Source: an optimization exercise on an open RTL-to-GDS flow (aim: small area, a short achievable clock period and few clock cycles). Production flows keep margins and buffers that such runs may drop. At most, simulation tests tie the RTL to the original design; equivalence was not proved. No activity file was given, so power comes from the tool's default toggle rates.

the previous run:
## deparser_top
module deparser_top
(
	input wire clk,
	input wire aresetn,
	input deparser_pkg::phv_t phv,
	input wire phv_empty,
	output logic phv_rd_en,
	input deparser_pkg::vlan_id_t vlan_id,
	input wire vlan_empty,
	output logic vlan_rd_en,
	input deparser_pkg::head_data_t head_data,
	input deparser_pkg::head_keep_t head_keep,
	input deparser_pkg::head_last_t head_last,
	input wire head_empty,
	output logic head_rd_en,
	input deparser_pkg::seg_data_t body_data,
	input deparser_pkg::seg_keep_t body_keep,
	input wire body_last,
	input wire body_empty,
	output logic body_rd_en,
	output deparser_pkg::seg_data_t out_data,
	output deparser_pkg::seg_keep_t out_keep,
	output logic out_last,
	output logic out_valid,
	input wire out_ready,
	input deparser_pkg::seg_data_t ctrl_data,
	input wire ctrl_valid,
	input wire ctrl_last
);
Settings: LEC_CHECK=0, ABC_CLOCK_PERIOD_IN_PS=4000, CAP_MARGIN=20, CORE_MARGIN=2, CORE_UTILIZATION=55, SETUP_SLACK_MARGIN=4.5, SLEW_MARGIN=20, SYNTH_HIERARCHICAL=1, SYNTH_MINIMUM_KEEP_SIZE=1000000; clock period 9.0 ns.
run.sh (not shown) runs the stock make flow with config.mk's settings and CLKGATE_MAP_FILE= SYNTH_SCRIPT=/design/flow/synth_recipe.tcl, a recipe that flattens the netlist after the stock synthesis.
diff inputs: the previous run => the current run
-- flow/config.mk --
<<< the previous run, line 8
export ABC_CLOCK_PERIOD_IN_PS = 4000
>>> the current run, line 8
<<< the previous run, line 11
export CORE_UTILIZATION = 55
>>> the current run, line 10
export CORE_UTILIZATION = 40
[summary]
- Compared with the previous run, in the current run number of placed instances with taps included +10%; setup slack -0.040 ns; fraction of area in non-clock buffers ~0 delta.
No functional check of the RTL was part of any run of this note.

========
deparser_top, a different RTL version from the one above (not shown whole).
Size: roughly 5000 cells after synthesis.
export LEC_CHECK = 0
export CAP_MARGIN = 20
export CORE_MARGIN = 2
export CORE_UTILIZATION = 40
export CTS_BUF_LIST = sky130_fd_sc_hd__clkbuf_8
export CTS_CLUSTER_DIAMETER = 50
export CTS_CLUSTER_SIZE = 14
export SETUP_SLACK_MARGIN = 5.0
export SLEW_MARGIN = 20
export SYNTH_HIERARCHICAL = 1
export SYNTH_MINIMUM_KEEP_SIZE = 1000000
create_clock -name core_clock -period 9.0 [get_ports {clk}]
standard.sh (not shown) runs the stock make flow with config.mk's settings and CLKGATE_MAP_FILE= SYNTH_SCRIPT=/design/flow/synth_recipe.tcl, a recipe that flattens the netlist after the stock synthesis.
==> flow/flow/run.sh <==
#!/bin/bash
set -uo pipefail
export BUFFER_PORTS_ARGS="-buffer_cell sky130_fd_sc_hd__buf_1"
export CTS_ARGS="-sink_clustering_enable -repair_clock_nets -dont_use_dummy_load -sink_clustering_size 14 -sink_clustering_max_diameter 50 -buf_list sky130_fd_sc_hd__clkbuf_8"
bash standard.sh > standard.log 2>&1
status=$?
exit $status
Testbench counts at the start, summed over its fixed seeds: cycles 7,778.
Rerun with:
==> flow/run.sh (new file) <==
#!/bin/bash
# synth_recipe.tcl (not shown) runs the flow's synth.tcl, then flattens the netlist and writes it again
# the make line also repeats each setting of config.mk as NAME=value (left out here)
make -C /OpenROAD-flow-scripts/flow DESIGN_CONFIG=/design/flow/config.mk WORK_HOME=/design/flow/orfs CLKGATE_MAP_FILE= SYNTH_SCRIPT=/design/flow/synth_recipe.tcl finish
removed: flow/flow/run.sh
removed: flow/standard.sh
What happened: First-iteration DRC count is higher by a few percent. Routed wire length is higher slightly. Total power is higher by a little under a tenth.

========
Another version of the RTL of deparser_top (not shown whole).
Size: roughly 4,300 cells after synthesis.
Settings: LEC_CHECK=0, CAP_MARGIN=20, CORE_MARGIN=2, CORE_UTILIZATION=40, CTS_BUF_LIST=sky130_fd_sc_hd__clkbuf_8, CTS_CLUSTER_DIAMETER=50, CTS_CLUSTER_SIZE=14, GPL_ROUTABILITY_DRIVEN=0, SETUP_SLACK_MARGIN=5.0, SLEW_MARGIN=20, SYNTH_HIERARCHICAL=1, SYNTH_MINIMUM_KEEP_SIZE=1000000; clock period 9.0 ns.
==> flow/flow/run.sh <==
#!/bin/bash
set -uo pipefail
here=$(pwd)
export BUFFER_PORTS_ARGS="-buffer_cell sky130_fd_sc_hd__buf_1"
export CTS_ARGS="-sink_clustering_enable -repair_clock_nets -dont_use_dummy_load -sink_clustering_size 14 -sink_clustering_max_diameter 50 -buf_list sky130_fd_sc_hd__clkbuf_8"
export IO_CONSTRAINTS="$here/flow/io.tcl"
bash standard.sh > standard.log 2>&1
==> flow/flow/io.tcl <==
# Keep the FIFO handshake pins and the output handshake next to each other, so the
# paths from an empty flag to its read enable stay short.
set ctl {vlan_empty vlan_rd_en phv_empty phv_rd_en phv[384] head_empty head_rd_en head_last[0] head_last[1] body_empty body_rd_en body_last out_ready out_valid}
set_io_pin_constraint -pin_names $ctl -region right:180-220
Testbench counts at the start, summed over its fixed seeds: cycles 7,832.
==> next run, changes <==
- GPL_ROUTABILITY_DRIVEN: 0 -> unset
- GPL_TIMING_DRIVEN: unset -> 0
Design area goes up by 2.0%.
Count of clock-buffer cells in the layout goes up by 4.
Hold slack loses 0.013 ns.
Via count goes up by 6.0%.
Core utilization goes up by 0.89 points.
Synthesized area does not change.
Synthesized cell count stays the same.

==> static timing again, ports no longer ideal <==
The results above use ideal ports. As a check the final layouts listed here were re-extracted and re-timed, cells and wires unchanged. Step 1 (the two cells are an assumption about what drives the block):
set clk [get_ports {clk}]
set_driving_cell -lib_cell sky130_fd_sc_hd__clkbuf_16 $clk
set_driving_cell -lib_cell sky130_fd_sc_hd__buf_2 [delete_from_list [all_inputs] $clk]
Step 2 moves the port delays by t, midway between the first and last clock arrival at a register: inputs arrive t later, outputs are due t later. That takes back most of the time a late clock gives input paths. a / b / c = ideal / step 1 / step 2; a / b = the first two.
run | t, ns | setup slack, ns | hold slack, ns
the previous run | 0.825 | 4.428 / 4.428 / 3.795 | 0.470 / 0.470 / 0.470
the current run | 0.859 | 4.388 / 4.295 / 3.831 | 0.466 / 0.466 / 0.466
the first run of note 2 | 0.933 | 4.807 / 4.733 / 3.927 | 0.477 / 0.477 / 0.477
the second run of note 2 | 0.988 | 4.826 / 4.721 / 3.911 | 0.475 / 0.475 / 0.475
the first run of note 3 | 0.904 | 4.927 / 4.823 / 4.157 | 0.259 / 0.259 / 0.259
the second run of note 3 | 0.940 | 4.943 / 4.830 / 4.140 | 0.246 / 0.246 / 0.246
After both steps every run listed still meets setup and hold. The setup slack of the second run of note 2, which loses most, moves by -0.105 ns with the drivers and by -0.915 ns with both steps.
